Context: an optimization exercise on an open-source flow, tuned for small area and a short achievable clock period. The choices shown serve that exercise and are no tape-out recipe.
The RTL was checked by simulation tests, not by an equivalence proof against the original design.
In every run shown here, the design's own scripts or RTL, not TritonCTS, make the clock network.
The flow treats the clock pin as an ideal source. Dropping or thinning the clock tree relies on that and would not hold on a real chip.
Power figures rest on the tool's default switching activity, not on a simulated workload.

--- flow/config.mk ---
export PLATFORM = sky130hd
export DESIGN_NAME = signedMultiplier16
export DESIGN_NICKNAME = signedMultiplier16
export VERILOG_FILES = /design/flow/design.v
export SDC_FILE = /design/flow/constraint.sdc
export NUM_CORES = 4
export LEC_CHECK = 0
export CAP_MARGIN = 20
export CORE_MARGIN = 2
export CORE_UTILIZATION = 65
export PLACE_DENSITY = 0.75
export SLEW_MARGIN = 20
export SYNTH_HIERARCHICAL = 1
export SYNTH_MINIMUM_KEEP_SIZE = 0
--- flow/constraint.sdc ---
create_clock -name core_clock -period 8.8 [get_ports {clk}]
set_input_delay 1.7600 -clock core_clock [delete_from_list [all_inputs] [get_ports {clk}]]
set_output_delay 1.7600 -clock core_clock [all_outputs]
set_load 0.01 [all_outputs]
--- flow/design.v ---
package multPkg;
  typedef logic signed [16-1:0] operandT;
  typedef logic signed [32-1:0] productT;
  typedef struct packed {
    logic one;
    logic two;
    logic neg;
  } boothT;
  function automatic boothT boothEncode(input logic hi, input logic mid, input logic lo);
    boothT d;
    d.one = mid ^ lo;
    d.two = (hi & ~mid & ~lo) | (~hi & mid & lo);
    d.neg = hi;
    boothEncode = d;
  endfunction
endpackage
module operandPrep (
  input  logic             clk,
  input  logic             rstN,
  input  multPkg::operandT opA,
  input  multPkg::operandT opB,
  input  logic             inValid,
  output logic [15:0]      aR,
  output logic [7:0]       oneR,
  output logic [7:0]       twoR,
  output logic [7:0]       negR,
  output logic             prepValid
);
  logic [16:0] bExt;
  logic [7:0]  one;
  logic [7:0]  two;
  logic [7:0]  neg;
  assign bExt = {opB, 1'b0};
  for (genvar i = 0; i < 8; i++)
  begin : genDigit
    assign {one[i], two[i], neg[i]} = multPkg::boothEncode(bExt[2 * i + 2], bExt[2 * i + 1], bExt[2 * i]);
  end
  always_ff @(posedge clk)
  begin
    prepValid <= rstN & inValid;
  end
  always_ff @(posedge clk)
  begin
    aR <= opA;
    oneR <= one;
    twoR <= two;
    negR <= neg;
  end
endmodule
module daddaTree8 (
  input  logic [15:0]   aR,
  input  logic [7:0]    oneR,
  input  logic [7:0]    twoR,
  input  logic [7:0]    negR,
  output logic [74-1:0] cutBits
);
  logic pp0_0, pp0_1, pp0_2, pp0_3, pp0_4, pp0_5, pp0_6, pp0_7, pp0_8, pp0_9;
  logic pp0_10, pp0_11, pp0_12, pp0_13, pp0_14, pp0_15, pp0_16, pp1_0, pp1_1, pp1_2;
  logic pp1_3, pp1_4, pp1_5, pp1_6, pp1_7, pp1_8, pp1_9, pp1_10, pp1_11, pp1_12;
  logic pp1_13, pp1_14, pp1_15, pp1_16, pp2_0, pp2_1, pp2_2, pp2_3, pp2_4, pp2_5;
  logic pp2_6, pp2_7, pp2_8, pp2_9, pp2_10, pp2_11, pp2_12, pp2_13, pp2_14, pp2_15;
  logic pp2_16, pp3_0, pp3_1, pp3_2, pp3_3, pp3_4, pp3_5, pp3_6, pp3_7, pp3_8;
  logic pp3_9, pp3_10, pp3_11, pp3_12, pp3_13, pp3_14, pp3_15, pp3_16, pp4_0, pp4_1;
  logic pp4_2, pp4_3, pp4_4, pp4_5, pp4_6, pp4_7, pp4_8, pp4_9, pp4_10, pp4_11;
  logic pp4_12, pp4_13, pp4_14, pp4_15, pp4_16, pp5_0, pp5_1, pp5_2, pp5_3, pp5_4;
  logic pp5_5, pp5_6, pp5_7, pp5_8, pp5_9, pp5_10, pp5_11, pp5_12, pp5_13, pp5_14;
  logic pp5_15, pp5_16, pp6_0, pp6_1, pp6_2, pp6_3, pp6_4, pp6_5, pp6_6, pp6_7;
  logic pp6_8, pp6_9, pp6_10, pp6_11, pp6_12, pp6_13, pp6_14, pp6_15, pp6_16, pp7_0;
  logic pp7_1, pp7_2, pp7_3, pp7_4, pp7_5, pp7_6, pp7_7, pp7_8, pp7_9, pp7_10;
  logic pp7_11, pp7_12, pp7_13, pp7_14, pp7_15, pp7_16, s1, k1, s2, k2;
  logic s3, k3, s4, k4, s5, k5, s6, k6, s7, k7;
  logic s8, k8, s9, k9, s10, k10, s11, k11, s12, k12;
  logic s13, k13, s14, k14, s15, k15, s16, k16, s17, k17;
  logic s18, k18, s19, k19, s20, k20, s21, k21, s22, k22;
  logic s23, k23, s24, k24, s25, k25, s26, k26, s27, k27;
  logic s28, k28, s29, k29, s30, k30, s31, k31, s32, k32;
  logic s33, k33, s34, k34, s35, k35, s36, k36, s37, k37;
  logic s38, k38, s39, k39, s40, k40, s41, k41, s42, k42;
  logic s43, k43, s44, k44, s45, k45, s46, k46, s47, k47;
  logic s48, k48, s49, k49, s50, k50, s51, k51, s52, k52;
  logic s53, k53, s54, k54, s55, k55, s56, k56, s57, k57;
  logic s58, k58, s59, k59, s60, k60, s61, k61, s62, k62;
  logic s63, k63, s64, k64, s65, k65, s66, k66, s67, k67;
  logic s68, k68, s69, k69, s70, k70, s71, k71, s72, k72;
  logic s73, k73, s74, k74, s75, k75, s76, k76, s77, k77;
  logic s78, k78, s79, k79, s80, k80, s81, k81, s82, k82;
  logic s83, k83, s84, k84, s85, k85, s86, k86, s87, k87;
  logic s88, k88, s89, k89, s90, k90, s91, k91, s92, k92;
  logic s93, k93, t94, g94, t95, g95, t96, g96, t105, g105;
  logic t106, g106, s107, k107, s108, k108, s109, k109, s110, k110;
  logic s111, k111, s112, k112;
  assign pp0_0 = ((oneR[0] & aR[0]) | (twoR[0] & 1'b0)) ^ negR[0];
  assign pp0_1 = ((oneR[0] & aR[1]) | (twoR[0] & aR[0])) ^ negR[0];
  assign pp0_2 = ((oneR[0] & aR[2]) | (twoR[0] & aR[1])) ^ negR[0];
  assign pp0_3 = ((oneR[0] & aR[3]) | (twoR[0] & aR[2])) ^ negR[0];
  assign pp0_4 = ((oneR[0] & aR[4]) | (twoR[0] & aR[3])) ^ negR[0];
  assign pp0_5 = ((oneR[0] & aR[5]) | (twoR[0] & aR[4])) ^ negR[0];
  assign pp0_6 = ((oneR[0] & aR[6]) | (twoR[0] & aR[5])) ^ negR[0];
  assign pp0_7 = ((oneR[0] & aR[7]) | (twoR[0] & aR[6])) ^ negR[0];
  assign pp0_8 = ((oneR[0] & aR[8]) | (twoR[0] & aR[7])) ^ negR[0];
  assign pp0_9 = ((oneR[0] & aR[9]) | (twoR[0] & aR[8])) ^ negR[0];
  assign pp0_10 = ((oneR[0] & aR[10]) | (twoR[0] & aR[9])) ^ negR[0];
  assign pp0_11 = ((oneR[0] & aR[11]) | (twoR[0] & aR[10])) ^ negR[0];
  assign pp0_12 = ((oneR[0] & aR[12]) | (twoR[0] & aR[11])) ^ negR[0];
  assign pp0_13 = ((oneR[0] & aR[13]) | (twoR[0] & aR[12])) ^ negR[0];
  assign pp0_14 = ((oneR[0] & aR[14]) | (twoR[0] & aR[13])) ^ negR[0];
  assign pp0_15 = ((oneR[0] & aR[15]) | (twoR[0] & aR[14])) ^ negR[0];
  assign pp0_16 = ~(((oneR[0] | twoR[0]) & aR[15]) ^ negR[0]);
  assign pp1_0 = ((oneR[1] & aR[0]) | (twoR[1] & 1'b0)) ^ negR[1];
  assign pp1_1 = ((oneR[1] & aR[1]) | (twoR[1] & aR[0])) ^ negR[1];
  assign pp1_2 = ((oneR[1] & aR[2]) | (twoR[1] & aR[1])) ^ negR[1];
  assign pp1_3 = ((oneR[1] & aR[3]) | (twoR[1] & aR[2])) ^ negR[1];
  assign pp1_4 = ((oneR[1] & aR[4]) | (twoR[1] & aR[3])) ^ negR[1];
  assign pp1_5 = ((oneR[1] & aR[5]) | (twoR[1] & aR[4])) ^ negR[1];
  assign pp1_6 = ((oneR[1] & aR[6]) | (twoR[1] & aR[5])) ^ negR[1];
  assign pp1_7 = ((oneR[1] & aR[7]) | (twoR[1] & aR[6])) ^ negR[1];
  assign pp1_8 = ((oneR[1] & aR[8]) | (twoR[1] & aR[7])) ^ negR[1];
  assign pp1_9 = ((oneR[1] & aR[9]) | (twoR[1] & aR[8])) ^ negR[1];
  assign pp1_10 = ((oneR[1] & aR[10]) | (twoR[1] & aR[9])) ^ negR[1];
  assign pp1_11 = ((oneR[1] & aR[11]) | (twoR[1] & aR[10])) ^ negR[1];
  assign pp1_12 = ((oneR[1] & aR[12]) | (twoR[1] & aR[11])) ^ negR[1];
  assign pp1_13 = ((oneR[1] & aR[13]) | (twoR[1] & aR[12])) ^ negR[1];
  assign pp1_14 = ((oneR[1] & aR[14]) | (twoR[1] & aR[13])) ^ negR[1];
  assign pp1_15 = ((oneR[1] & aR[15]) | (twoR[1] & aR[14])) ^ negR[1];
  assign pp1_16 = ~(((oneR[1] | twoR[1]) & aR[15]) ^ negR[1]);
  assign pp2_0 = ((oneR[2] & aR[0]) | (twoR[2] & 1'b0)) ^ negR[2];
  assign pp2_1 = ((oneR[2] & aR[1]) | (twoR[2] & aR[0])) ^ negR[2];
  assign pp2_2 = ((oneR[2] & aR[2]) | (twoR[2] & aR[1])) ^ negR[2];
  assign pp2_3 = ((oneR[2] & aR[3]) | (twoR[2] & aR[2])) ^ negR[2];
  assign pp2_4 = ((oneR[2] & aR[4]) | (twoR[2] & aR[3])) ^ negR[2];
  assign pp2_5 = ((oneR[2] & aR[5]) | (twoR[2] & aR[4])) ^ negR[2];
  assign pp2_6 = ((oneR[2] & aR[6]) | (twoR[2] & aR[5])) ^ negR[2];
  assign pp2_7 = ((oneR[2] & aR[7]) | (twoR[2] & aR[6])) ^ negR[2];
  assign pp2_8 = ((oneR[2] & aR[8]) | (twoR[2] & aR[7])) ^ negR[2];
  assign pp2_9 = ((oneR[2] & aR[9]) | (twoR[2] & aR[8])) ^ negR[2];
  assign pp2_10 = ((oneR[2] & aR[10]) | (twoR[2] & aR[9])) ^ negR[2];
  assign pp2_11 = ((oneR[2] & aR[11]) | (twoR[2] & aR[10])) ^ negR[2];
  assign pp2_12 = ((oneR[2] & aR[12]) | (twoR[2] & aR[11])) ^ negR[2];
  assign pp2_13 = ((oneR[2] & aR[13]) | (twoR[2] & aR[12])) ^ negR[2];
  assign pp2_14 = ((oneR[2] & aR[14]) | (twoR[2] & aR[13])) ^ negR[2];
  assign pp2_15 = ((oneR[2] & aR[15]) | (twoR[2] & aR[14])) ^ negR[2];
  assign pp2_16 = ~(((oneR[2] | twoR[2]) & aR[15]) ^ negR[2]);
  assign pp3_0 = ((oneR[3] & aR[0]) | (twoR[3] & 1'b0)) ^ negR[3];
  assign pp3_1 = ((oneR[3] & aR[1]) | (twoR[3] & aR[0])) ^ negR[3];
  assign pp3_2 = ((oneR[3] & aR[2]) | (twoR[3] & aR[1])) ^ negR[3];
  assign pp3_3 = ((oneR[3] & aR[3]) | (twoR[3] & aR[2])) ^ negR[3];
  assign pp3_4 = ((oneR[3] & aR[4]) | (twoR[3] & aR[3])) ^ negR[3];
  assign pp3_5 = ((oneR[3] & aR[5]) | (twoR[3] & aR[4])) ^ negR[3];
  assign pp3_6 = ((oneR[3] & aR[6]) | (twoR[3] & aR[5])) ^ negR[3];
  assign pp3_7 = ((oneR[3] & aR[7]) | (twoR[3] & aR[6])) ^ negR[3];
  assign pp3_8 = ((oneR[3] & aR[8]) | (twoR[3] & aR[7])) ^ negR[3];
  assign pp3_9 = ((oneR[3] & aR[9]) | (twoR[3] & aR[8])) ^ negR[3];
  assign pp3_10 = ((oneR[3] & aR[10]) | (twoR[3] & aR[9])) ^ negR[3];
  assign pp3_11 = ((oneR[3] & aR[11]) | (twoR[3] & aR[10])) ^ negR[3];
  assign pp3_12 = ((oneR[3] & aR[12]) | (twoR[3] & aR[11])) ^ negR[3];
  assign pp3_13 = ((oneR[3] & aR[13]) | (twoR[3] & aR[12])) ^ negR[3];
  assign pp3_14 = ((oneR[3] & aR[14]) | (twoR[3] & aR[13])) ^ negR[3];
  assign pp3_15 = ((oneR[3] & aR[15]) | (twoR[3] & aR[14])) ^ negR[3];
  assign pp3_16 = ~(((oneR[3] | twoR[3]) & aR[15]) ^ negR[3]);
  assign pp4_0 = ((oneR[4] & aR[0]) | (twoR[4] & 1'b0)) ^ negR[4];
  assign pp4_1 = ((oneR[4] & aR[1]) | (twoR[4] & aR[0])) ^ negR[4];
  assign pp4_2 = ((oneR[4] & aR[2]) | (twoR[4] & aR[1])) ^ negR[4];
  assign pp4_3 = ((oneR[4] & aR[3]) | (twoR[4] & aR[2])) ^ negR[4];
  assign pp4_4 = ((oneR[4] & aR[4]) | (twoR[4] & aR[3])) ^ negR[4];
  assign pp4_5 = ((oneR[4] & aR[5]) | (twoR[4] & aR[4])) ^ negR[4];
  assign pp4_6 = ((oneR[4] & aR[6]) | (twoR[4] & aR[5])) ^ negR[4];
  assign pp4_7 = ((oneR[4] & aR[7]) | (twoR[4] & aR[6])) ^ negR[4];
  assign pp4_8 = ((oneR[4] & aR[8]) | (twoR[4] & aR[7])) ^ negR[4];
  assign pp4_9 = ((oneR[4] & aR[9]) | (twoR[4] & aR[8])) ^ negR[4];
  assign pp4_10 = ((oneR[4] & aR[10]) | (twoR[4] & aR[9])) ^ negR[4];
  assign pp4_11 = ((oneR[4] & aR[11]) | (twoR[4] & aR[10])) ^ negR[4];
  assign pp4_12 = ((oneR[4] & aR[12]) | (twoR[4] & aR[11])) ^ negR[4];
  assign pp4_13 = ((oneR[4] & aR[13]) | (twoR[4] & aR[12])) ^ negR[4];
  assign pp4_14 = ((oneR[4] & aR[14]) | (twoR[4] & aR[13])) ^ negR[4];
  assign pp4_15 = ((oneR[4] & aR[15]) | (twoR[4] & aR[14])) ^ negR[4];
  assign pp4_16 = ~(((oneR[4] | twoR[4]) & aR[15]) ^ negR[4]);
  assign pp5_0 = ((oneR[5] & aR[0]) | (twoR[5] & 1'b0)) ^ negR[5];
  assign pp5_1 = ((oneR[5] & aR[1]) | (twoR[5] & aR[0])) ^ negR[5];
  assign pp5_2 = ((oneR[5] & aR[2]) | (twoR[5] & aR[1])) ^ negR[5];
  assign pp5_3 = ((oneR[5] & aR[3]) | (twoR[5] & aR[2])) ^ negR[5];
  assign pp5_4 = ((oneR[5] & aR[4]) | (twoR[5] & aR[3])) ^ negR[5];
  assign pp5_5 = ((oneR[5] & aR[5]) | (twoR[5] & aR[4])) ^ negR[5];
  assign pp5_6 = ((oneR[5] & aR[6]) | (twoR[5] & aR[5])) ^ negR[5];
  assign pp5_7 = ((oneR[5] & aR[7]) | (twoR[5] & aR[6])) ^ negR[5];
  assign pp5_8 = ((oneR[5] & aR[8]) | (twoR[5] & aR[7])) ^ negR[5];
  assign pp5_9 = ((oneR[5] & aR[9]) | (twoR[5] & aR[8])) ^ negR[5];
  assign pp5_10 = ((oneR[5] & aR[10]) | (twoR[5] & aR[9])) ^ negR[5];
  assign pp5_11 = ((oneR[5] & aR[11]) | (twoR[5] & aR[10])) ^ negR[5];
  assign pp5_12 = ((oneR[5] & aR[12]) | (twoR[5] & aR[11])) ^ negR[5];
  assign pp5_13 = ((oneR[5] & aR[13]) | (twoR[5] & aR[12])) ^ negR[5];
  assign pp5_14 = ((oneR[5] & aR[14]) | (twoR[5] & aR[13])) ^ negR[5];
  assign pp5_15 = ((oneR[5] & aR[15]) | (twoR[5] & aR[14])) ^ negR[5];
  assign pp5_16 = ~(((oneR[5] | twoR[5]) & aR[15]) ^ negR[5]);
  assign pp6_0 = ((oneR[6] & aR[0]) | (twoR[6] & 1'b0)) ^ negR[6];
  assign pp6_1 = ((oneR[6] & aR[1]) | (twoR[6] & aR[0])) ^ negR[6];
  assign pp6_2 = ((oneR[6] & aR[2]) | (twoR[6] & aR[1])) ^ negR[6];
  assign pp6_3 = ((oneR[6] & aR[3]) | (twoR[6] & aR[2])) ^ negR[6];
  assign pp6_4 = ((oneR[6] & aR[4]) | (twoR[6] & aR[3])) ^ negR[6];
  assign pp6_5 = ((oneR[6] & aR[5]) | (twoR[6] & aR[4])) ^ negR[6];
  assign pp6_6 = ((oneR[6] & aR[6]) | (twoR[6] & aR[5])) ^ negR[6];
  assign pp6_7 = ((oneR[6] & aR[7]) | (twoR[6] & aR[6])) ^ negR[6];
  assign pp6_8 = ((oneR[6] & aR[8]) | (twoR[6] & aR[7])) ^ negR[6];
  assign pp6_9 = ((oneR[6] & aR[9]) | (twoR[6] & aR[8])) ^ negR[6];
  assign pp6_10 = ((oneR[6] & aR[10]) | (twoR[6] & aR[9])) ^ negR[6];
  assign pp6_11 = ((oneR[6] & aR[11]) | (twoR[6] & aR[10])) ^ negR[6];
  assign pp6_12 = ((oneR[6] & aR[12]) | (twoR[6] & aR[11])) ^ negR[6];
  assign pp6_13 = ((oneR[6] & aR[13]) | (twoR[6] & aR[12])) ^ negR[6];
  assign pp6_14 = ((oneR[6] & aR[14]) | (twoR[6] & aR[13])) ^ negR[6];
  assign pp6_15 = ((oneR[6] & aR[15]) | (twoR[6] & aR[14])) ^ negR[6];
  assign pp6_16 = ~(((oneR[6] | twoR[6]) & aR[15]) ^ negR[6]);
  assign pp7_0 = ((oneR[7] & aR[0]) | (twoR[7] & 1'b0)) ^ negR[7];
  assign pp7_1 = ((oneR[7] & aR[1]) | (twoR[7] & aR[0])) ^ negR[7];
  assign pp7_2 = ((oneR[7] & aR[2]) | (twoR[7] & aR[1])) ^ negR[7];
  assign pp7_3 = ((oneR[7] & aR[3]) | (twoR[7] & aR[2])) ^ negR[7];
  assign pp7_4 = ((oneR[7] & aR[4]) | (twoR[7] & aR[3])) ^ negR[7];
  assign pp7_5 = ((oneR[7] & aR[5]) | (twoR[7] & aR[4])) ^ negR[7];
  assign pp7_6 = ((oneR[7] & aR[6]) | (twoR[7] & aR[5])) ^ negR[7];
  assign pp7_7 = ((oneR[7] & aR[7]) | (twoR[7] & aR[6])) ^ negR[7];
  assign pp7_8 = ((oneR[7] & aR[8]) | (twoR[7] & aR[7])) ^ negR[7];
  assign pp7_9 = ((oneR[7] & aR[9]) | (twoR[7] & aR[8])) ^ negR[7];
  assign pp7_10 = ((oneR[7] & aR[10]) | (twoR[7] & aR[9])) ^ negR[7];
  assign pp7_11 = ((oneR[7] & aR[11]) | (twoR[7] & aR[10])) ^ negR[7];
  assign pp7_12 = ((oneR[7] & aR[12]) | (twoR[7] & aR[11])) ^ negR[7];
  assign pp7_13 = ((oneR[7] & aR[13]) | (twoR[7] & aR[12])) ^ negR[7];
  assign pp7_14 = ((oneR[7] & aR[14]) | (twoR[7] & aR[13])) ^ negR[7];
  assign pp7_15 = ((oneR[7] & aR[15]) | (twoR[7] & aR[14])) ^ negR[7];
  assign pp7_16 = ~(((oneR[7] | twoR[7]) & aR[15]) ^ negR[7]);
  halfAdder us1 (.x(pp0_10), .y(negR[5]), .s(s1), .c(k1));
  halfAdder us2 (.x(pp1_9), .y(pp0_11), .s(s2), .c(k2));
  fullAdder us3 (.x(pp1_10), .y(negR[6]), .z(pp0_12), .s(s3), .c(k3));
  halfAdder us4 (.x(pp3_6), .y(pp2_8), .s(s4), .c(k4));
  fullAdder us5 (.x(pp2_9), .y(pp0_13), .z(pp1_11), .s(s5), .c(k5));
  halfAdder us6 (.x(pp4_5), .y(pp3_7), .s(s6), .c(k6));
  fullAdder us7 (.x(pp1_12), .y(negR[7]), .z(pp0_14), .s(s7), .c(k7));
  fullAdder us8 (.x(pp4_6), .y(pp2_10), .z(pp3_8), .s(s8), .c(k8));
  halfAdder us9 (.x(pp6_2), .y(pp5_4), .s(s9), .c(k9));
  fullAdder us10 (.x(pp2_11), .y(pp0_15), .z(pp1_13), .s(s10), .c(k10));
  fullAdder us11 (.x(pp5_5), .y(pp3_9), .z(pp4_7), .s(s11), .c(k11));
  halfAdder us12 (.x(pp7_1), .y(pp6_3), .s(s12), .c(k12));
  assign {k13, s13} = {(1'b1 & pp0_16) | (1'b1 & pp1_14) | (pp0_16 & pp1_14), 1'b1 ^ pp0_16 ^ pp1_14};
  fullAdder us14 (.x(pp4_8), .y(pp2_12), .z(pp3_10), .s(s14), .c(k14));
  fullAdder us15 (.x(pp7_2), .y(pp5_6), .z(pp6_4), .s(s15), .c(k15));
  assign {k16, s16} = {(1'b1 & pp1_15) | (1'b1 & pp2_13) | (pp1_15 & pp2_13), 1'b1 ^ pp1_15 ^ pp2_13};
  fullAdder us17 (.x(pp5_7), .y(pp3_11), .z(pp4_9), .s(s17), .c(k17));
  halfAdder us18 (.x(pp7_3), .y(pp6_5), .s(s18), .c(k18));
  fullAdder us19 (.x(pp3_12), .y(pp1_16), .z(pp2_14), .s(s19), .c(k19));
  fullAdder us20 (.x(pp6_6), .y(pp4_10), .z(pp5_8), .s(s20), .c(k20));
  assign {k21, s21} = {(1'b1 & pp2_15) | (1'b1 & pp3_13) | (pp2_15 & pp3_13), 1'b1 ^ pp2_15 ^ pp3_13};
  halfAdder us22 (.x(pp5_9), .y(pp4_11), .s(s22), .c(k22));
  fullAdder us23 (.x(pp4_12), .y(pp2_16), .z(pp3_14), .s(s23), .c(k23));
  assign {k24, s24} = {1'b1 & pp3_15, 1'b1 ^ pp3_15};
  halfAdder us25 (.x(pp0_6), .y(negR[3]), .s(s25), .c(k25));
  halfAdder us26 (.x(pp1_5), .y(pp0_7), .s(s26), .c(k26));
  fullAdder us27 (.x(pp1_6), .y(negR[4]), .z(pp0_8), .s(s27), .c(k27));
  halfAdder us28 (.x(pp3_2), .y(pp2_4), .s(s28), .c(k28));
  fullAdder us29 (.x(pp2_5), .y(pp0_9), .z(pp1_7), .s(s29), .c(k29));
  halfAdder us30 (.x(pp4_1), .y(pp3_3), .s(s30), .c(k30));
  fullAdder us31 (.x(pp3_4), .y(pp1_8), .z(pp2_6), .s(s31), .c(k31));
  fullAdder us32 (.x(s1), .y(pp4_2), .z(pp5_0), .s(s32), .c(k32));
  fullAdder us33 (.x(pp4_3), .y(pp2_7), .z(pp3_5), .s(s33), .c(k33));
  fullAdder us34 (.x(s2), .y(pp5_1), .z(k1), .s(s34), .c(k34));
  fullAdder us35 (.x(pp6_0), .y(pp4_4), .z(pp5_2), .s(s35), .c(k35));
  fullAdder us36 (.x(s3), .y(k2), .z(s4), .s(s36), .c(k36));
  fullAdder us37 (.x(k4), .y(pp5_3), .z(pp6_1), .s(s37), .c(k37));
  fullAdder us38 (.x(s5), .y(s6), .z(k3), .s(s38), .c(k38));
  fullAdder us39 (.x(s9), .y(pp7_0), .z(k6), .s(s39), .c(k39));
  fullAdder us40 (.x(s8), .y(k5), .z(s7), .s(s40), .c(k40));
  fullAdder us41 (.x(k7), .y(k9), .z(s12), .s(s41), .c(k41));
  fullAdder us42 (.x(s11), .y(k8), .z(s10), .s(s42), .c(k42));
  fullAdder us43 (.x(k11), .y(k12), .z(k10), .s(s43), .c(k43));
  fullAdder us44 (.x(s15), .y(s13), .z(s14), .s(s44), .c(k44));
  fullAdder us45 (.x(k14), .y(s18), .z(k13), .s(s45), .c(k45));
  fullAdder us46 (.x(s17), .y(k15), .z(s16), .s(s46), .c(k46));
  fullAdder us47 (.x(k16), .y(pp7_4), .z(k18), .s(s47), .c(k47));
  fullAdder us48 (.x(s20), .y(k17), .z(s19), .s(s48), .c(k48));
  fullAdder us49 (.x(s22), .y(pp6_7), .z(pp7_5), .s(s49), .c(k49));
  fullAdder us50 (.x(s21), .y(k19), .z(k20), .s(s50), .c(k50));
  fullAdder us51 (.x(pp7_6), .y(pp5_10), .z(pp6_8), .s(s51), .c(k51));
  fullAdder us52 (.x(s23), .y(k22), .z(k21), .s(s52), .c(k52));
  fullAdder us53 (.x(pp6_9), .y(pp4_13), .z(pp5_11), .s(s53), .c(k53));
  fullAdder us54 (.x(k23), .y(pp7_7), .z(s24), .s(s54), .c(k54));
  fullAdder us55 (.x(pp5_12), .y(pp3_16), .z(pp4_14), .s(s55), .c(k55));
  fullAdder us56 (.x(k24), .y(pp6_10), .z(pp7_8), .s(s56), .c(k56));
  assign {k57, s57} = {(1'b1 & pp4_15) | (1'b1 & pp5_13) | (pp4_15 & pp5_13), 1'b1 ^ pp4_15 ^ pp5_13};
  halfAdder us58 (.x(pp7_9), .y(pp6_11), .s(s58), .c(k58));
  fullAdder us59 (.x(pp6_12), .y(pp4_16), .z(pp5_14), .s(s59), .c(k59));
  assign {k60, s60} = {1'b1 & pp5_15, 1'b1 ^ pp5_15};
  halfAdder us61 (.x(pp0_4), .y(negR[2]), .s(s61), .c(k61));
  halfAdder us62 (.x(pp1_3), .y(pp0_5), .s(s62), .c(k62));
  fullAdder us63 (.x(pp3_0), .y(pp1_4), .z(pp2_2), .s(s63), .c(k63));
  fullAdder us64 (.x(k25), .y(pp2_3), .z(pp3_1), .s(s64), .c(k64));
  fullAdder us65 (.x(s28), .y(pp4_0), .z(k26), .s(s65), .c(k65));
  fullAdder us66 (.x(k27), .y(k28), .z(s30), .s(s66), .c(k66));
  fullAdder us67 (.x(s31), .y(k30), .z(k29), .s(s67), .c(k67));
  fullAdder us68 (.x(k32), .y(k31), .z(s33), .s(s68), .c(k68));
  fullAdder us69 (.x(k34), .y(k33), .z(s35), .s(s69), .c(k69));
  fullAdder us70 (.x(k36), .y(k35), .z(s37), .s(s70), .c(k70));
  fullAdder us71 (.x(k38), .y(k37), .z(s39), .s(s71), .c(k71));
  fullAdder us72 (.x(k40), .y(k39), .z(s41), .s(s72), .c(k72));
  fullAdder us73 (.x(s43), .y(k41), .z(k42), .s(s73), .c(k73));
  fullAdder us74 (.x(k44), .y(k43), .z(s45), .s(s74), .c(k74));
  fullAdder us75 (.x(k46), .y(k45), .z(s47), .s(s75), .c(k75));
  fullAdder us76 (.x(k48), .y(s49), .z(k47), .s(s76), .c(k76));
  fullAdder us77 (.x(k50), .y(s51), .z(k49), .s(s77), .c(k77));
  fullAdder us78 (.x(k52), .y(k51), .z(s53), .s(s78), .c(k78));
  fullAdder us79 (.x(s56), .y(k53), .z(s55), .s(s79), .c(k79));
  fullAdder us80 (.x(s57), .y(s58), .z(k55), .s(s80), .c(k80));
  fullAdder us81 (.x(k57), .y(pp7_10), .z(k58), .s(s81), .c(k81));
  fullAdder us82 (.x(s60), .y(pp6_13), .z(pp7_11), .s(s82), .c(k82));
  fullAdder us83 (.x(pp7_12), .y(pp5_16), .z(pp6_14), .s(s83), .c(k83));
  assign {k84, s84} = {1'b1 & pp6_15, 1'b1 ^ pp6_15};
  halfAdder us85 (.x(pp0_2), .y(negR[1]), .s(s85), .c(k85));
  halfAdder us86 (.x(pp1_1), .y(pp0_3), .s(s86), .c(k86));
  fullAdder us87 (.x(s61), .y(pp1_2), .z(pp2_0), .s(s87), .c(k87));
  fullAdder us88 (.x(s62), .y(pp2_1), .z(k61), .s(s88), .c(k88));
  fullAdder us89 (.x(s63), .y(k62), .z(s25), .s(s89), .c(k89));
  fullAdder us90 (.x(s64), .y(s26), .z(k63), .s(s90), .c(k90));
  fullAdder us91 (.x(s65), .y(s27), .z(k64), .s(s91), .c(k91));
  fullAdder us92 (.x(s66), .y(s29), .z(k65), .s(s92), .c(k92));
  fullAdder us93 (.x(s67), .y(s32), .z(k66), .s(s93), .c(k93));
  assign {g94, t94} = {s34 & k67, s34 ^ k67};
  assign {g95, t95} = {s36 & k68, s36 ^ k68};
  assign {g96, t96} = {s38 & k69, s38 ^ k69};
  assign {g105, t105} = {k54 & s79, k54 ^ s79};
  assign {g106, t106} = {k56 & s80, k56 ^ s80};
  fullAdder us107 (.x(s81), .y(s59), .z(k80), .s(s107), .c(k107));
  fullAdder us108 (.x(k81), .y(k59), .z(s82), .s(s108), .c(k108));
  fullAdder us109 (.x(k82), .y(k60), .z(s83), .s(s109), .c(k109));
  fullAdder us110 (.x(k83), .y(pp7_13), .z(s84), .s(s110), .c(k110));
  fullAdder us111 (.x(k84), .y(pp6_16), .z(pp7_14), .s(s111), .c(k111));
  assign {k112, s112} = {1'b1 & pp7_15, 1'b1 ^ pp7_15};
  assign cutBits[0] = s68;
  assign cutBits[1] = t94;
  assign cutBits[2] = g94;
  assign cutBits[3] = s69;
  assign cutBits[4] = t95;
  assign cutBits[5] = g95;
  assign cutBits[6] = s70;
  assign cutBits[7] = t96;
  assign cutBits[8] = g96;
  assign cutBits[9] = s40;
  assign cutBits[10] = k70;
  assign cutBits[11] = s71;
  assign cutBits[12] = s42;
  assign cutBits[13] = k71;
  assign cutBits[14] = s72;
  assign cutBits[15] = s44;
  assign cutBits[16] = k72;
  assign cutBits[17] = s73;
  assign cutBits[18] = s46;
  assign cutBits[19] = k73;
  assign cutBits[20] = s74;
  assign cutBits[21] = s48;
  assign cutBits[22] = k74;
  assign cutBits[23] = s75;
  assign cutBits[24] = s50;
  assign cutBits[25] = k75;
  assign cutBits[26] = s76;
  assign cutBits[27] = s52;
  assign cutBits[28] = k76;
  assign cutBits[29] = s77;
  assign cutBits[30] = s54;
  assign cutBits[31] = k77;
  assign cutBits[32] = s78;
  assign cutBits[33] = k78;
  assign cutBits[34] = t105;
  assign cutBits[35] = g105;
  assign cutBits[36] = k79;
  assign cutBits[37] = t106;
  assign cutBits[38] = g106;
  assign cutBits[39] = negR[0];
  assign cutBits[40] = pp0_0;
  assign cutBits[41] = pp0_1;
  assign cutBits[42] = s85;
  assign cutBits[43] = pp1_0;
  assign cutBits[44] = k85;
  assign cutBits[45] = s86;
  assign cutBits[46] = k86;
  assign cutBits[47] = s87;
  assign cutBits[48] = k87;
  assign cutBits[49] = s88;
  assign cutBits[50] = k88;
  assign cutBits[51] = s89;
  assign cutBits[52] = k89;
  assign cutBits[53] = s90;
  assign cutBits[54] = k90;
  assign cutBits[55] = s91;
  assign cutBits[56] = k91;
  assign cutBits[57] = s92;
  assign cutBits[58] = k92;
  assign cutBits[59] = s93;
  assign cutBits[60] = k93;
  assign cutBits[61] = s107;
  assign cutBits[62] = k107;
  assign cutBits[63] = s108;
  assign cutBits[64] = k108;
  assign cutBits[65] = s109;
  assign cutBits[66] = k109;
  assign cutBits[67] = s110;
  assign cutBits[68] = k110;
  assign cutBits[69] = s111;
  assign cutBits[70] = k111;
  assign cutBits[71] = s112;
  assign cutBits[72] = k112;
  assign cutBits[73] = pp7_16;
endmodule
module fullAdder (
  input  logic x,
  input  logic y,
  input  logic z,
  output logic s,
  output logic c
);
  assign s = x ^ y ^ z;
  assign c = (x & y) | (x & z) | (y & z);
endmodule
module halfAdder (
  input  logic x,
  input  logic y,
  output logic s,
  output logic c
);
  assign s = x ^ y;
  assign c = x & y;
endmodule
module productMerge (
  input  logic                      clk,
  input  logic                      rstN,
  input  logic [74-1:0]    cutBits,
  input  logic                      prepValid,
  output multPkg::productT          product,
  output logic                      outValid
);
  logic                      treeValid;
  logic [74-1:0]    cutR;
  logic [32-1:0] rowA;
  logic [32-1:0] rowB;
  logic s68, t94, g94, s69, t95, g95, s70, t96, g96, s40;
  logic k70, s71, s42, k71, s72, s44, k72, s73, s46, k73;
  logic s74, s48, k74, s75, s50, k75, s76, s52, k76, s77;
  logic s54, k77, s78, k78, t105, g105, k79, t106, g106, negR_0;
  logic pp0_0, pp0_1, s85, pp1_0, k85, s86, k86, s87, k87, s88;
  logic k88, s89, k89, s90, k90, s91, k91, s92, k92, s93;
  logic k93, s107, k107, s108, k108, s109, k109, s110, k110, s111;
  logic k111, s112, k112, pp7_16, s94, k94, s95, k95, s96, k96;
  logic s97, k97, s98, k98, s99, k99, s100, k100, s101, k101;
  logic s102, k102, s103, k103, s104, k104, s105, k105, s106, k106;
  always_ff @(posedge clk)
  begin
    treeValid <= rstN & prepValid;
    outValid  <= rstN & treeValid;
  end
  always_ff @(posedge clk)
  begin
    cutR    <= cutBits;
    product <= rowA + rowB;
  end
  assign s68 = cutR[0];
  assign t94 = cutR[1];
  assign g94 = cutR[2];
  assign s69 = cutR[3];
  assign t95 = cutR[4];
  assign g95 = cutR[5];
  assign s70 = cutR[6];
  assign t96 = cutR[7];
  assign g96 = cutR[8];
  assign s40 = cutR[9];
  assign k70 = cutR[10];
  assign s71 = cutR[11];
  assign s42 = cutR[12];
  assign k71 = cutR[13];
  assign s72 = cutR[14];
  assign s44 = cutR[15];
  assign k72 = cutR[16];
  assign s73 = cutR[17];
  assign s46 = cutR[18];
  assign k73 = cutR[19];
  assign s74 = cutR[20];
  assign s48 = cutR[21];
  assign k74 = cutR[22];
  assign s75 = cutR[23];
  assign s50 = cutR[24];
  assign k75 = cutR[25];
  assign s76 = cutR[26];
  assign s52 = cutR[27];
  assign k76 = cutR[28];
  assign s77 = cutR[29];
  assign s54 = cutR[30];
  assign k77 = cutR[31];
  assign s78 = cutR[32];
  assign k78 = cutR[33];
  assign t105 = cutR[34];
  assign g105 = cutR[35];
  assign k79 = cutR[36];
  assign t106 = cutR[37];
  assign g106 = cutR[38];
  assign negR_0 = cutR[39];
  assign pp0_0 = cutR[40];
  assign pp0_1 = cutR[41];
  assign s85 = cutR[42];
  assign pp1_0 = cutR[43];
  assign k85 = cutR[44];
  assign s86 = cutR[45];
  assign k86 = cutR[46];
  assign s87 = cutR[47];
  assign k87 = cutR[48];
  assign s88 = cutR[49];
  assign k88 = cutR[50];
  assign s89 = cutR[51];
  assign k89 = cutR[52];
  assign s90 = cutR[53];
  assign k90 = cutR[54];
  assign s91 = cutR[55];
  assign k91 = cutR[56];
  assign s92 = cutR[57];
  assign k92 = cutR[58];
  assign s93 = cutR[59];
  assign k93 = cutR[60];
  assign s107 = cutR[61];
  assign k107 = cutR[62];
  assign s108 = cutR[63];
  assign k108 = cutR[64];
  assign s109 = cutR[65];
  assign k109 = cutR[66];
  assign s110 = cutR[67];
  assign k110 = cutR[68];
  assign s111 = cutR[69];
  assign k111 = cutR[70];
  assign s112 = cutR[71];
  assign k112 = cutR[72];
  assign pp7_16 = cutR[73];
  assign s94 = t94 ^ s68;
  assign k94 = g94 | (t94 & s68);
  assign s95 = t95 ^ s69;
  assign k95 = g95 | (t95 & s69);
  assign s96 = t96 ^ s70;
  assign k96 = g96 | (t96 & s70);
  fullAdder us97 (.x(s71), .y(s40), .z(k70), .s(s97), .c(k97));
  fullAdder us98 (.x(s72), .y(s42), .z(k71), .s(s98), .c(k98));
  fullAdder us99 (.x(s73), .y(s44), .z(k72), .s(s99), .c(k99));
  fullAdder us100 (.x(s74), .y(s46), .z(k73), .s(s100), .c(k100));
  fullAdder us101 (.x(s75), .y(s48), .z(k74), .s(s101), .c(k101));
  fullAdder us102 (.x(s76), .y(s50), .z(k75), .s(s102), .c(k102));
  fullAdder us103 (.x(s77), .y(s52), .z(k76), .s(s103), .c(k103));
  fullAdder us104 (.x(s78), .y(s54), .z(k77), .s(s104), .c(k104));
  assign s105 = t105 ^ k78;
  assign k105 = g105 | (t105 & k78);
  assign s106 = t106 ^ k79;
  assign k106 = g106 | (t106 & k79);
  assign rowA[0] = negR_0;
  assign rowB[0] = pp0_0;
  assign rowA[1] = pp0_1;
  assign rowB[1] = 1'b0;
  assign rowA[2] = s85;
  assign rowB[2] = pp1_0;
  assign rowA[3] = k85;
  assign rowB[3] = s86;
  assign rowA[4] = k86;
  assign rowB[4] = s87;
  assign rowA[5] = k87;
  assign rowB[5] = s88;
  assign rowA[6] = k88;
  assign rowB[6] = s89;
  assign rowA[7] = k89;
  assign rowB[7] = s90;
  assign rowA[8] = k90;
  assign rowB[8] = s91;
  assign rowA[9] = k91;
  assign rowB[9] = s92;
  assign rowA[10] = k92;
  assign rowB[10] = s93;
  assign rowA[11] = k93;
  assign rowB[11] = s94;
  assign rowA[12] = k94;
  assign rowB[12] = s95;
  assign rowA[13] = k95;
  assign rowB[13] = s96;
  assign rowA[14] = k96;
  assign rowB[14] = s97;
  assign rowA[15] = k97;
  assign rowB[15] = s98;
  assign rowA[16] = k98;
  assign rowB[16] = s99;
  assign rowA[17] = k99;
  assign rowB[17] = s100;
  assign rowA[18] = k100;
  assign rowB[18] = s101;
  assign rowA[19] = k101;
  assign rowB[19] = s102;
  assign rowA[20] = k102;
  assign rowB[20] = s103;
  assign rowA[21] = k103;
  assign rowB[21] = s104;
  assign rowA[22] = k104;
  assign rowB[22] = s105;
  assign rowA[23] = k105;
  assign rowB[23] = s106;
  assign rowA[24] = k106;
  assign rowB[24] = s107;
  assign rowA[25] = k107;
  assign rowB[25] = s108;
  assign rowA[26] = k108;
  assign rowB[26] = s109;
  assign rowA[27] = k109;
  assign rowB[27] = s110;
  assign rowA[28] = k110;
  assign rowB[28] = s111;
  assign rowA[29] = k111;
  assign rowB[29] = s112;
  assign rowA[30] = k112;
  assign rowB[30] = pp7_16;
  assign rowA[31] = 1'b1;
  assign rowB[31] = 1'b0;
endmodule
module signedMultiplier16 (
  input  logic             clk,
  input  logic             rstN,
  input  multPkg::operandT opA,
  input  multPkg::operandT opB,
  input  logic             inValid,
  output multPkg::productT product,
  output logic             outValid
);
  logic [15:0]               aR;
  logic [7:0]                oneR;
  logic [7:0]                twoR;
  logic [7:0]                negR;
  logic                      prepValid;
  logic [74-1:0]     cutBits;
  operandPrep operandPrep_inst (
    .clk       (clk),
    .rstN      (rstN),
    .opA       (opA),
    .opB       (opB),
    .inValid   (inValid),
    .aR        (aR),
    .oneR      (oneR),
    .twoR      (twoR),
    .negR      (negR),
    .prepValid (prepValid)
  );
  daddaTree8 daddaTree8_inst (
    .aR   (aR),
    .oneR (oneR),
    .twoR (twoR),
    .negR (negR),
    .cutBits (cutBits)
  );
  productMerge productMerge_inst (
    .clk       (clk),
    .rstN      (rstN),
    .cutBits   (cutBits),
    .prepValid (prepValid),
    .product   (product),
    .outValid  (outValid)
  );
endmodule
--- flow/flow/run.sh ---
#!/bin/bash
# standard synthesis and layout, except:
# - the port buffers are the smallest buffer instead of a delay cell,
# - the clock tree is a balanced two-level tree built by flow/clock_tree.tcl
#   (clk port -> 4 root buffers -> one buffer per k-means cluster of flip-flops)
#   in place of TritonCTS.
set -euo pipefail
export FLOW_CLOCK_TREE="16 4 sky130_fd_sc_hd__clkbuf_8 sky130_fd_sc_hd__clkbuf_4"
bash standard.sh SETUP_SLACK_MARGIN=6.2 "BUFFER_PORTS_ARGS=-buffer_cell sky130_fd_sc_hd__buf_1" \
  PRE_CTS_TCL=$PWD/flow/clock_tree.tcl finish > flow_make.log 2>&1
--- flow/flow/clock_tree.tcl ---

# k-means on a list of {x y} points; returns {centres assignment}
proc my_kmeans {pts k} {
  set n [llength $pts]
  set cent {}
  set sorted [lsort -real -index 0 $pts]
  for {set i 0} {$i < $k} {incr i} {
    lappend cent [lindex $sorted [expr {int(($i + 0.5) * $n / $k)}]]
  }
  for {set iter 0} {$iter < 50} {incr iter} {
    set assign {}
    foreach p $pts {
      set best 0; set bd 1e30
      for {set i 0} {$i < $k} {incr i} {
        set c [lindex $cent $i]
        set d [expr {abs([lindex $p 0] - [lindex $c 0]) + abs([lindex $p 1] - [lindex $c 1])}]
        if {$d < $bd} { set bd $d; set best $i }
      }
      lappend assign $best
    }
    set newc {}
    for {set i 0} {$i < $k} {incr i} {
      set sx 0; set sy 0; set m 0
      foreach p $pts a $assign {
        if {$a == $i} { set sx [expr {$sx + [lindex $p 0]}]; set sy [expr {$sy + [lindex $p 1]}]; incr m }
      }
      if {$m > 0} { lappend newc [list [expr {$sx / $m}] [expr {$sy / $m}]] } else { lappend newc [lindex $cent $i] }
    }
    set cent $newc
  }
  return [list $cent $assign]
}

proc my_place_buffer {block master name x y innet outname} {
  set inst [odb::dbInst_create $block $master $name]
  $inst setLocation [expr {int($x)}] [expr {int($y)}]
  $inst setPlacementStatus PLACED
  set net [odb::dbNet_create $block $outname]
  $net setSigType CLOCK
  [$inst findITerm A] connect $innet
  [$inst findITerm X] connect $net
  return $net
}

proc my_clock_tree {nleaves nroots rootcell leafcell} {
  set block [ord::get_db_block]
  set db [ord::get_db]
  set clknet [$block findNet clk]
  set sinks [$clknet getITerms]
  set pts {}
  foreach it $sinks {
    set b [[$it getInst] getBBox]
    lappend pts [list [expr {([$b xMin] + [$b xMax]) / 2.0}] [expr {([$b yMin] + [$b yMax]) / 2.0}]]
  }
  lassign [my_kmeans $pts $nleaves] lcent lassign
  lassign [my_kmeans $lcent $nroots] rcent rassign
  set rmaster [$db findMaster $rootcell]
  set lmaster [$db findMaster $leafcell]
  foreach it $sinks { $it disconnect }
  set rootnets {}
  for {set r 0} {$r < $nroots} {incr r} {
    set c [lindex $rcent $r]
    lappend rootnets [my_place_buffer $block $rmaster "clkbuf_root_$r" [lindex $c 0] [lindex $c 1] $clknet "clknet_root_$r"]
  }
  for {set k 0} {$k < $nleaves} {incr k} {
    set c [lindex $lcent $k]
    set net [my_place_buffer $block $lmaster "clkbuf_leaf_$k" [lindex $c 0] [lindex $c 1] \
      [lindex $rootnets [lindex $rassign $k]] "clknet_leaf_$k"]
    foreach it $sinks a $lassign {
      if {$a == $k} { $it connect $net }
    }
  }
}

# Used as ORFS's PRE_CTS_TCL hook: build the tree here, and leave the CTS step's
# clock_tree_synthesis call nothing to do.
if {[info exists ::env(FLOW_CLOCK_TREE)]} {
  my_clock_tree {*}$::env(FLOW_CLOCK_TREE)
  set_propagated_clock [all_clocks]
  proc clock_tree_synthesis {args} { puts "clock tree built by flow/clock_tree.tcl" }
}
--- flow/standard.sh ---
#!/bin/bash
# synth_recipe.tcl (not shown) runs the flow's synth.tcl, then flattens the netlist and writes it again
# the make line also repeats each setting of config.mk as NAME=value (left out here)
make -C /OpenROAD-flow-scripts/flow DESIGN_CONFIG=/design/flow/config.mk WORK_HOME=/design/flow/orfs CLKGATE_MAP_FILE= SYNTH_SCRIPT=/design/flow/synth_recipe.tcl "${@:-finish}"
==> flow_summary.json, run 1 <==
{
  "worst_hold_slack_ns": 0.432,
  "placementRows": 46,
  "ant_nets": 0,
  "tns_ns": 0,
  "p_seq_share_pct": 24.8,
  "crit_required_ns": 8.99,
  "path_delay_family": "compound AO/OA/AOI/OAI gates",
  "ys_seq_area_share_pct": 28.2,
  "async_reset_ff_share_pct": 0,
  "antenna_found_initial": 0,
  "power.share.switching_pct": 44.1,
  "clkPwrFrac_pct": 7.0,
  "synth_cells": 978,
  "worst_pin_slew_ns": 0.647,
  "grtUsageTotal_pct": 23.4,
  "rsz0062_at_grt": "true",
  "clk_pin_slew_worst_paths_ns": 0.11,
  "remaining_drc_errors": 0,
  "die-area_mm2": 0.0173,
  "area_delta_synth_final_pct": -2.19,
  "core_area_mm2": 0.0159,
  "layout-drive-gt1-share_pct": 14.0,
  "startpoint": "productMerge_inst.cutR[0]",
  "gp_congestion": 0.891,
  "final_hold_viol_count": 0,
  "fin_ws_ns": 6.24,
  "diodes": 0,
  "synth_most_common_cell": "dfxtp_1",
  "p_sw_mw": 1.99,
  "die_height_um": 131,
  "cp_num_buf_inv": 0,
  "p_per_area_mw_per_mm2": 437,
  "reg2reg_depth": 10,
  "max-cap-violations": 0,
  "synth.distinct_cells": 67,
  "dp_hpwl_um": 14600,
  "post_drt_wl_per_cell_um": 18.3,
  "slew_viol_final": 0,
  "synth_largest_area_cell": "dfxtp_1",
  "dpl_cell_area_mm2": 0.00989,
  "stdcell_area_mm2": 0.0103,
  "fin_skew_ns": 0.0277,
  "fill_cells": 1284,
  "p_leak_nw": 3.96,
  "syn-num-nets": 1158,
  "grt_pass1_wl_um": 33800,
  "p_int_mw": 2.52,
  "stdcell_count": 1136,
  "synth_area_per_cell_um2": 10.8,
  "max_slew_margin_pct": 56.9,
  "placedCellCount": 1110,
  "dr.pass1.iters": 6,
  "synthTopCellsByArea": "dfxtp_1 28%, fa_1 16%, xnor2_1 11%",
  "combPwrFrac_pct": 68.2,
  "reg2reg_to": "productMerge_inst.product[26]",
  "pre_cts_ws_ns": 5.94,
  "end_kind": "flip-flop",
  "finalNetCount": 1102,
  "fmax_ghz": 0.390,
  "first_iter_violations": 740,
  "drt_wl_total_um": 20800,
  "synth_edf_count": 0,
  "pin_count": 68,
  "status": "finished clean",
  "ys_ff_latch": 149,
  "start_kind": "flip-flop",
  "dr_total_vias": 6718,
  "grt_pass1_vias": 6553,
  "synth_top_cell_area_share_pct": 28.2,
  "fin_crit_sh_pct": 29.1,
  "synth_warnings": 8,
  "clock_latency_ns": 0.31,
  "rrSetupSlack_ns": 6.24,
  "max_stage_delay_ns": 0.37,
  "die_w_um": 131,
  "grt_start_max_net_pins": 20,
  "finalSetupViolCount": 0,
  "port_buffers": 67,
  "worstPathCellList": "ha_1 -> or2_2 -> ha_2 -> nand2_1 -> o21ai_1 -> a21o_1 -> o22ai_2 -> o31ai_1 -> a21oi_1 -> xnor2_1",
  "cp.arrival_ns": 2.76,
  "post-route-min-period_ns": 2.56,
  "yosys-top-cells-count": "149 x dfxtp_1, 137 x xnor2_1, 108 x a22oi_1",
  "crit_path_top_delay_cell": "ha_2",
  "synth-main-ff-cell": "dfxtp_1",
  "syn_area_mm2": 0.0106,
  "critPathKind": "flip-flop to flip-flop",
  "vias_per_cell": 5.91,
  "worstPathMaxFanout": 5,
  "vdd_ir_drop_max_v": 0.000272,
  "start_util_pct": 66.5,
  "r2r_start": "productMerge_inst.cutR[0]",
  "hold_class": "flip-flop to flip-flop",
  "cp-endpoint": "productMerge_inst.product[26]",
  "overflow": 0,
  "path_depth": 10
}
[metrics by stage]
step | utilization (%) | power (mW)
detailed placement | 62.2 | 3.77
floorplan | - | 3.55
global placement | 62.2 | 3.71
CTS | 64.1 | 4.23
global route | 65.0 | 4.91
finish | 65.0 | 4.51
[power by group through the flow]
| stage | clock network (mW) | registers, mW | logic, mW |
|---|---|---|---|
| after global placement | 0 | 1.12 | 2.59 |
| after detailed placement | 0 | 1.13 | 2.64 |
| final | 0.318 | 1.12 | 3.08 |
| after global routing | 0.364 | 1.14 | 3.41 |
| after floorplan | 0 | 1.09 | 2.46 |
| after CTS | 0.334 | 1.12 | 2.78 |
[worst reg2reg max path: cells and delay by family, from the launching register on]
family,cells,cell delay [ns]
adders and majority gates,2,0.55
and+or+nand+nor,2,0.43
AOI/OAI and AO/OA,5,1.00
xor gates and xnor gates,1,0.14
DFF,1,0.32
[per-module statistics from Yosys (local to each module, per instance), a selection]
module | cells | copies in the design | area (um^2) | flops+latches
halfAdder | 1 | 17 | 12.5 | 0
productMerge | 370 | 1 | 4100 | 108
fullAdder | 1 | 82 | 20.0 | 0
daddaTree8 | 438 | 1 | 3580 | 0
operandPrep | 71 | 1 | 1020 | 41
[layer usage]
layer	global-route usage [%]	vias to the layer above	wire length, um
met3	3.90	38	1940
met1	35.7	3163	9720
met4	6.04	0	395
li1	-	3191	-
met5	0	-	0
met2	34.5	326	8730
[layout make-up]
type,instances,area [um^2],area share [%]
Buffer,20,175,1.70
Inverter,17,63.8,0.618
Multi-Input combinational cell,658,6460,62.5
Sequential cell,149,3040,29.4
Tap cell,216,270,2.62
Timing Repair Buffer,76,322,3.11
[sequential cells by signal, indices dropped and copies added (netlist names)]
signal	flops
operandPrep_inst.aR	16
operandPrep_inst.negR	8
operandPrep_inst.oneR	8
operandPrep_inst.prepValid	1
operandPrep_inst.twoR	8
productMerge_inst.cutR	74
productMerge_inst.outValid	1
productMerge_inst.product	32
productMerge_inst.treeValid	1
[what timing repair did]
action                                 4_1_cts  5_1_grt
gates resized for setup                     48       35
gates cloned                                 0        0
hold buffers                                 0        0
endpoints found under the hold margin        0        0
pin swaps                                    2       14
setup buffers                                1        5
setup endpoints to repair                   39       21
[placed cells by master, fill, tap and decap left out, types with 13 or more instances in the layout]
master,n
a21o_1,14
a21oi_1,27
a22oi_1,108
a22oi_2,13
buf_1,65
clkbuf_4,16
dfxtp_1,110
dfxtp_2,35
fa_1,82
ha_1,53
inv_1,17
nand2_1,25
nor2_1,15
o21ai_0,18
xnor2_1,137
xor2_1,32
[logic make-up (layout without fill, tap and decap cells)]
group / count (synthesis) / count (layout) / synth area share, %
AO/OA/AOI/OAI: 241 / 241 / 17.0
XOR/XNOR: 169 / 169 / 14.0
adder cells (fa/ha/maj): 145 / 145 / 23.0
buffers and inverters: 171 / 113 / 12.2
flip-flops: 149 / 149 / 28.2
multiplexers: 5 / 5 / 0.498
AND/OR/NAND/NOR: 98 / 98 / 5.08
[worst min path at each step]
| stage | slack (ns) | from | cells after the start | endpoint |
|---|---|---|---|---|
| 6_report | 0.43 | operandPrep_inst.prepValid | 1 | productMerge_inst.treeValid |
| 5_1_grt | 0.45 | operandPrep_inst.prepValid | 1 | productMerge_inst.treeValid |
| 4_1_cts | 0.44 | operandPrep_inst.prepValid | 1 | productMerge_inst.treeValid |
| 3_5_place_dp | 0.42 | productMerge_inst.treeValid | 1 | productMerge_inst.outValid |
| 3_3_place_gp | 0.41 | operandPrep_inst.prepValid | 1 | productMerge_inst.treeValid |
| 2_1_floorplan | 0.41 | operandPrep_inst.prepValid | 1 | productMerge_inst.treeValid |
==> run 2, diff against run 1 <==
--- a/flow/flow/run.sh
+++ b/flow/flow/run.sh
@@ -5,6 +5,6 @@
 #   (clk port -> 4 root buffers -> one buffer per k-means cluster of flip-flops)
 #   in place of TritonCTS.
 set -euo pipefail
-export FLOW_CLOCK_TREE="16 4 sky130_fd_sc_hd__clkbuf_8 sky130_fd_sc_hd__clkbuf_4"
+export FLOW_CLOCK_TREE="12 4 sky130_fd_sc_hd__buf_8 sky130_fd_sc_hd__buf_8"
 bash standard.sh SETUP_SLACK_MARGIN=6.2 "BUFFER_PORTS_ARGS=-buffer_cell sky130_fd_sc_hd__buf_1" \
   PRE_CTS_TCL=$PWD/flow/clock_tree.tcl finish > flow_make.log 2>&1
==> run 2 against run 1 <==
  * Critical endpoint unchanged
  * Worst setup slack improved by 0.0014 ns
  * Via count down 1.0%
  * Global-route usage about the same
  * Routed wire length down 0.23%
==> flow_summary.json, run 2 <==
{
  "synth.area.mux_share_pct": 0.498,
  "largest_reg_flops": 74,
  "p_seq_share_pct": 24.4,
  "status": "finished clean",
  "reg2reg_depth": 9,
  "slew_viol_final": 0,
  "synthTopCellsByArea": "dfxtp_1 28%, fa_1 16%, xnor2_1 11%",
  "synth-xor-area-share_pct": 14.0,
  "top_register": "productMerge_inst.cutR",
  "r2r_start": "productMerge_inst.cutR[14]",
  "area_delta_synth_final_pct": -1.62,
  "post-route-util_pct": 65.4,
  "clkPwrFrac_pct": 8.9,
  "grt_start_max_net_pins": 20,
  "reg.largest.list": "productMerge_inst.cutR x74, productMerge_inst.product x32, operandPrep_inst.aR x16",
  "post_drt_wl_per_cell_um": 18.4,
  "startpoint": "productMerge_inst.cutR[14]",
  "syn-num-nets": 1158,
  "end_kind": "flip-flop",
  "max-cap-violations": 0,
  "worst_pin_slew_ns": 0.636,
  "synth_top_cell_area_share_pct": 28.2,
  "grt_pass1_wl_um": 33800,
  "ys_ff_latch": 149,
  "diodes": 0,
  "clock_latency_ns": 0.24,
  "final_hold_viol_count": 0,
  "synth_largest_area_cell": "dfxtp_1",
  "syn_area_mm2": 0.0106,
  "fmax_ghz": 0.391,
  "p_per_area_mw_per_mm2": 441,
  "synth_most_common_cell": "dfxtp_1",
  "antenna_found_initial": 0,
  "final_cell_mix": "137 x xnor2_1, 112 x dfxtp_1, 108 x a22oi_1",
  "ant_nets": 0,
  "yosys-top-cells-count": "149 x dfxtp_1, 137 x xnor2_1, 108 x a22oi_1",
  "gp_congestion": 0.891,
  "register_area_mm2": 0.00304,
  "overflow": 0,
  "dp_hpwl_um": 14600,
  "reg2reg_to": "productMerge_inst.product[26]",
  "rrSetupSlack_ns": 6.24,
  "hold_class": "flip-flop to flip-flop",
  "pin_count": 68,
  "synth_area_per_cell_um2": 10.8,
  "start_kind": "flip-flop",
  "async_reset_ff_share_pct": 0,
  "synth_edf_count": 0,
  "synthAdderAreaFrac_pct": 23.0,
  "fin_ws_ns": 6.24,
  "p_int_mw": 2.57,
  "p_leak_nw": 3.95,
  "dr.pass1.iters": 5,
  "die_height_um": 131,
  "fin_crit_sh_pct": 29.1,
  "fin_skew_ns": 0.0357,
  "pre_cts_ws_ns": 5.94,
  "synth_warnings": 8,
  "grtUsageTotal_pct": 23.4,
  "post-route-min-period_ns": 2.56,
  "core_area_mm2": 0.0159,
  "p_total_mw": 4.58,
  "rsz0062_at_grt": "true",
  "hp-start": "operandPrep_inst.prepValid",
  "fill_cells": 1282,
  "dpl_cell_area_mm2": 0.00989,
  "first_iter_violations": 722,
  "drt_wl_total_um": 20700,
  "grt_pass1_vias": 6481,
  "vdd_ir_drop_max_v": 0.000260,
  "finalSetupViolCount": 0,
  "power.share.switching_pct": 43.8,
  "layout-drive-gt1-share_pct": 13.0,
  "die-area_mm2": 0.0173,
  "stdcell_area_mm2": 0.0104,
  "dr_total_vias": 6650,
  "combPwrFrac_pct": 66.7,
  "synth_compound_area_share_pct": 17.0,
  "finalNetCount": 1094,
  "remaining_drc_errors": 0,
  "max_slew_margin_pct": 57.6,
  "worstPathMaxFanout": 9,
  "start_util_pct": 66.5,
  "synth_cells": 978,
  "ys_seq_area_share_pct": 28.2,
  "critPathKind": "flip-flop to flip-flop",
  "clk_pin_slew_worst_paths_ns": 0.07,
  "synth.distinct_cells": 67,
  "port_buffers": 67,
  "multiInputGateArea_mm2": 0.00649,
  "cp.arrival_ns": 2.71,
  "crit_required_ns": 8.95,
  "tns_ns": 0,
  "synth_top_family_by_area": "adder cells",
  "whs_path_depth": 1,
  "hold_buffers": 0,
  "synthSimpleGateAreaFrac_pct": 5.08,
  "synth-main-ff-cell": "dfxtp_1",
  "p_sw_mw": 2.01,
  "final_common_cell": "xnor2_1",
  "die_w_um": 131,
  "placementRows": 46,
  "vias_per_cell": 5.90,
  "min_to": "productMerge_inst.treeValid"
}
[run 2: cell counts after synthesis]
No cell type changed its count.
[run 2: layout make-up]
| type | instances | share of cell area, % |
|---|---|---|
| Multi-Input combinational cell | 658 | 62.4 |
| Timing Repair Buffer | 72 | 2.78 |
| Buffer | 16 | 2.31 |
| Inverter | 17 | 0.614 |
| Tap cell | 216 | 2.60 |
| Sequential cell | 149 | 29.3 |
[run 2: per-stage QoR]
| stage | hold WS, ns | instances |
|---|---|---|
| 6_report | 0.425 | 1128 |
| 5_1_grt | 0.437 | 1128 |
| 4_1_cts | 0.431 | 1127 |
| 3_5_place_dp | 0.419 | 1110 |
| 3_3_place_gp | 0.411 | 1110 |
| 2_1_floorplan | 0.406 | 978 |
[run 2: metal layers]
layer	share of wire, %	vias up	global-route usage (%)
li1	-	3178	-
met1	48	3159	36.0
met2	42	272	34.8
met3	7.6	41	3.59
met4	2.4	0	5.62
met5	0	-	0
[run 2: worst max path at each step]
stage,endpoint,slack [ns],cells past startpoint
6_report,productMerge_inst.product[26],6.24,9
5_1_grt,productMerge_inst.product[26],6.13,9
4_1_cts,productMerge_inst.product[26],6.19,9
3_5_place_dp,productMerge_inst.cutR[17],5.94,4
3_3_place_gp,productMerge_inst.product[26],6.01,10
2_1_floorplan,productMerge_inst.product[28],6.29,10
[run 2: kinds of logic (layout without fill, tap and decap cells)]
kind of cell | after synthesis | count (layout)
buffers and inverters | 171 | 105
AOI/OAI and AO/OA | 241 | 241
DFF | 149 | 149
muxes | 5 | 5
xor gates and xnor gates | 169 | 169
adders and majority gates | 145 | 145
and+or+nand+nor | 98 | 98
[run 2: power groups by stage]
stage	clock (mW)	combinational (mW)	sequential [mW]
floorplan	0	2.46	1.09
global placement	0	2.59	1.12
detailed placement	0	2.64	1.13
CTS	0.420	2.82	1.12
global route	0.453	3.39	1.14
finish	0.406	3.06	1.12
[run 2: Yosys stat by module (local to each module, per instance), excerpt]
module / times used / area, um^2 / flops+latches / cells
operandPrep: 1 / 1020 / 41 / 71
productMerge: 1 / 4100 / 108 / 370
daddaTree8: 1 / 3580 / 0 / 438
fullAdder: 82 / 20.0 / 0 / 1
halfAdder: 17 / 12.5 / 0 / 1
[run 2: timing repair]
action,4_1_cts,5_1_grt
pin swaps,1,12
hold endpoints to repair,0,0
setup endpoints to repair,39,21
buffers inserted,1,1
gates resized for setup,49,34
[run 2: critical path, stage by stage (launching register included)]
cell	delay [ns]
dfxtp_1	0.32
fa_1	0.58
ha_4	0.24
and4_4	0.22
and2b_1	0.19
a211o_1	0.31
o22ai_1	0.18
o31ai_1	0.12
a21oi_1	0.18
xnor2_1	0.14
==> run 3, diff against run 2 <==
--- a/flow/flow/run.sh
+++ b/flow/flow/run.sh
@@ -5,6 +5,6 @@
 #   (clk port -> 4 root buffers -> one buffer per k-means cluster of flip-flops)
 #   in place of TritonCTS.
 set -euo pipefail
-export FLOW_CLOCK_TREE="12 4 sky130_fd_sc_hd__buf_8 sky130_fd_sc_hd__buf_8"
+export FLOW_CLOCK_TREE="16 4 sky130_fd_sc_hd__clkbuf_8 sky130_fd_sc_hd__clkbuf_8"
 bash standard.sh SETUP_SLACK_MARGIN=6.2 "BUFFER_PORTS_ARGS=-buffer_cell sky130_fd_sc_hd__buf_1" \
   PRE_CTS_TCL=$PWD/flow/clock_tree.tcl finish > flow_make.log 2>&1
==> run 3 against run 2 <==
  * Register-to-register slack worse by 0.04 ns
  * Clock power is essentially flat
  * Core utilization increased by 0.34 points
  * Global-route usage about the same
  * Critical path depth is the same
  * Sequential share of layout area is 0.21 points lower
  * Worst hold slack about the same
  * Critical path type unchanged
  * Routed wire length grew 1.0%
  * Sequential power is essentially flat
  * Cell count up 0.89%
  * Design area is 0.52% higher
  * Synthesized cell count unchanged
==> flow_summary.json, run 3 <==
{
  "status": "finished clean",
  "p_leak_nw": 4.01,
  "vdd_ir_drop_max_v": 0.000297,
  "cp_num_buf_inv": 0,
  "clk_pin_slew_worst_paths_ns": 0.06,
  "end_kind": "flip-flop",
  "die_w_um": 131,
  "hold_buffers": 0,
  "max_slew_margin_pct": 57.2,
  "fin_crit_sh_pct": 29.5,
  "ant_nets": 0,
  "synth-main-ff-cell": "dfxtp_1",
  "path_delay_family": "adder cells",
  "synth_top_cell_area_share_pct": 28.2,
  "placedCellCount": 1110,
  "port_buffers": 67,
  "grt_start_max_net_pins": 20,
  "worst_pin_slew_ns": 0.642,
  "yosys-top-cells-count": "149 x dfxtp_1, 137 x xnor2_1, 108 x a22oi_1",
  "synth_area_per_cell_um2": 10.8,
  "finalNetCount": 1104,
  "overflow": 0,
  "drt_wl_total_um": 20900,
  "cp.arrival_ns": 2.77,
  "max-cap-violations": 0,
  "fmax_ghz": 0.385,
  "slew_viol_final": 0,
  "synth.distinct_cells": 67,
  "syn_area_mm2": 0.0106,
  "synth_warnings": 8,
  "reg.largest.list": "productMerge_inst.cutR x74, productMerge_inst.product x32, operandPrep_inst.aR x16",
  "tns_ns": 0,
  "gp_congestion": 0.891,
  "synth_most_common_cell": "dfxtp_1",
  "post_drt_wl_per_cell_um": 18.4,
  "synth_edf_count": 0,
  "rsz0062_at_grt": "true",
  "largest_reg_flops": 74,
  "ys_ff_latch": 149,
  "remaining_drc_errors": 0,
  "first_iter_violations": 720,
  "clock_latency_ns": 0.30,
  "finalSetupViolCount": 0,
  "crit_path_top_delay_cell": "fa_1",
  "die_height_um": 131,
  "fill_cells": 1268,
  "max_stage_delay_ns": 0.52,
  "fin_skew_ns": 0.0266,
  "grtUsageTotal_pct": 23.4,
  "start_kind": "flip-flop",
  "pin_count": 68,
  "ys_seq_area_share_pct": 28.2,
  "grt_pass1_wl_um": 33800,
  "layout-drive-gt1-share_pct": 13.8,
  "antenna_found_initial": 0,
  "diodes": 0,
  "core_area_mm2": 0.0159,
  "synth_cells": 978,
  "hold_class": "flip-flop to flip-flop",
  "final_common_cell": "xnor2_1",
  "critPathKind": "flip-flop to flip-flop",
  "p_per_area_mw_per_mm2": 447,
  "syn-num-nets": 1158,
  "vias_per_cell": 5.90,
  "start_util_pct": 66.5,
  "crit_required_ns": 8.97,
  "dr_total_vias": 6711,
  "grt_pass1_vias": 6552,
  "die-area_mm2": 0.0173,
  "post-route-min-period_ns": 2.60,
  "top_register": "productMerge_inst.cutR",
  "stdcell_count": 1138,
  "area_delta_synth_final_pct": -1.11,
  "synthTopCellsByArea": "dfxtp_1 28%, fa_1 16%, xnor2_1 11%",
  "synth_largest_area_cell": "dfxtp_1",
  "worstPathCellList": "fa_1 -> ha_4 -> and4_1 -> and2b_1 -> a211o_1 -> o22ai_2 -> o31ai_1 -> a21oi_1 -> xnor2_1",
  "final_cell_mix": "137 x xnor2_1, 111 x dfxtp_1, 108 x a22oi_1",
  "final_hold_viol_count": 0,
  "worstPathMaxFanout": 9,
  "async_reset_ff_share_pct": 0,
  "dr.pass1.iters": 6,
  "placementRows": 46,
  "dp_hpwl_um": 14600
}
-- run 3: worst paths after layout --
path                                    from                       endpoint  slack [ns]  cells past startpoint
setup / recovery  productMerge_inst.cutR[12]  productMerge_inst.product[26]        6.20                      9
hold / removal    operandPrep_inst.prepValid    productMerge_inst.treeValid        0.42                      1
setup reg to reg  productMerge_inst.cutR[12]  productMerge_inst.product[26]        6.20                      9
hold reg to reg   operandPrep_inst.prepValid    productMerge_inst.treeValid        0.42                      1
-- run 3: power by group --
part | switching [mW] | internal [mW] | total (mW)
combinational | 1.67 | 1.46 | 3.14
clock | 0.206 | 0.203 | 0.409
sequential | 0.156 | 0.964 | 1.12
total | 2.04 | 2.63 | 4.66
-- run 3: cells by family after synthesis --
kind of cell	share of synthesized area [%]
AND/OR/NAND/NOR	5.08
buffers and inverters	12.2
XOR/XNOR	14.0
adder cells (fa/ha/maj)	23.0
flip-flops	28.2
multiplexers	0.498
AO/OA/AOI/OAI	17.0
-- run 3: layout make-up --
type	instances	area, um^2	area share, %
Inverter	17	63.8	0.611
Multi-Input combinational cell	658	6470	61.9
Timing Repair Buffer	78	334	3.20
Sequential cell	149	3040	29.1
Buffer	20	275	2.64
Tap cell	216	270	2.59
-- run 3: metrics by stage --
step | util (%) | total power [mW] | instance area, um^2 | hold WS (ns) | setup WS (ns)
3_3_place_gp | 62.2 | 3.71 | 9890 | 0.411 | 6.01
6_report | 65.8 | 4.66 | 10400 | 0.425 | 6.20
5_1_grt | 65.8 | 5.06 | 10400 | 0.437 | 6.13
4_1_cts | 64.7 | 4.33 | 10300 | 0.431 | 6.20
2_1_floorplan | - | 3.55 | 10600 | 0.406 | 6.29
3_5_place_dp | 62.2 | 3.77 | 9890 | 0.419 | 5.94
-- run 3: layer usage --
layer	GRT usage [%]	wire length, um	part of all wire, %	vias up
li1	-	-	-	3191
met5	0	0	0	-
met4	5.92	499	2.4	0
met3	3.82	1700	8.1	44
met1	35.9	9880	47	3185
met2	34.6	8870	42	291
-- run 3: repair_timing --
action                     4_1_cts  5_1_grt
setup endpoints to repair       38       27
resized for setup               45       32
buffers inserted                 1        7
pin swaps                        2       14
-- run 3: per-module statistics from Yosys (local to each module, per instance), excerpt --
module | flops+latches | cells inside
productMerge | 108 | 370
daddaTree8 | 0 | 438
operandPrep | 41 | 71
fullAdder | 0 | 1
halfAdder | 0 | 1

[what the ideal ports hide]
The results above use ideal ports. As a check the final layouts listed here were re-extracted and re-timed, cells and wires unchanged.
Step 1: set_driving_cell puts a clkbuf_16 on clk and a buf_2 on each other input, an assumption about the parent block.
Step 2, shift: input delay + t, output delay - t, t = (earliest + latest rising clock arrival at the registers) / 2. This alone moves slack from input paths to output paths.
Three values: no drivers, after step 1, after step 2; two values: the first two.
run	t, ns	setup slack, ns
run 1	0.372	6.238 / 6.183 / 6.238
run 2	0.310	6.239 / 6.239 / 6.239
run 3	0.357	6.201 / 6.186 / 6.201
After both steps every run listed still meets setup and hold.
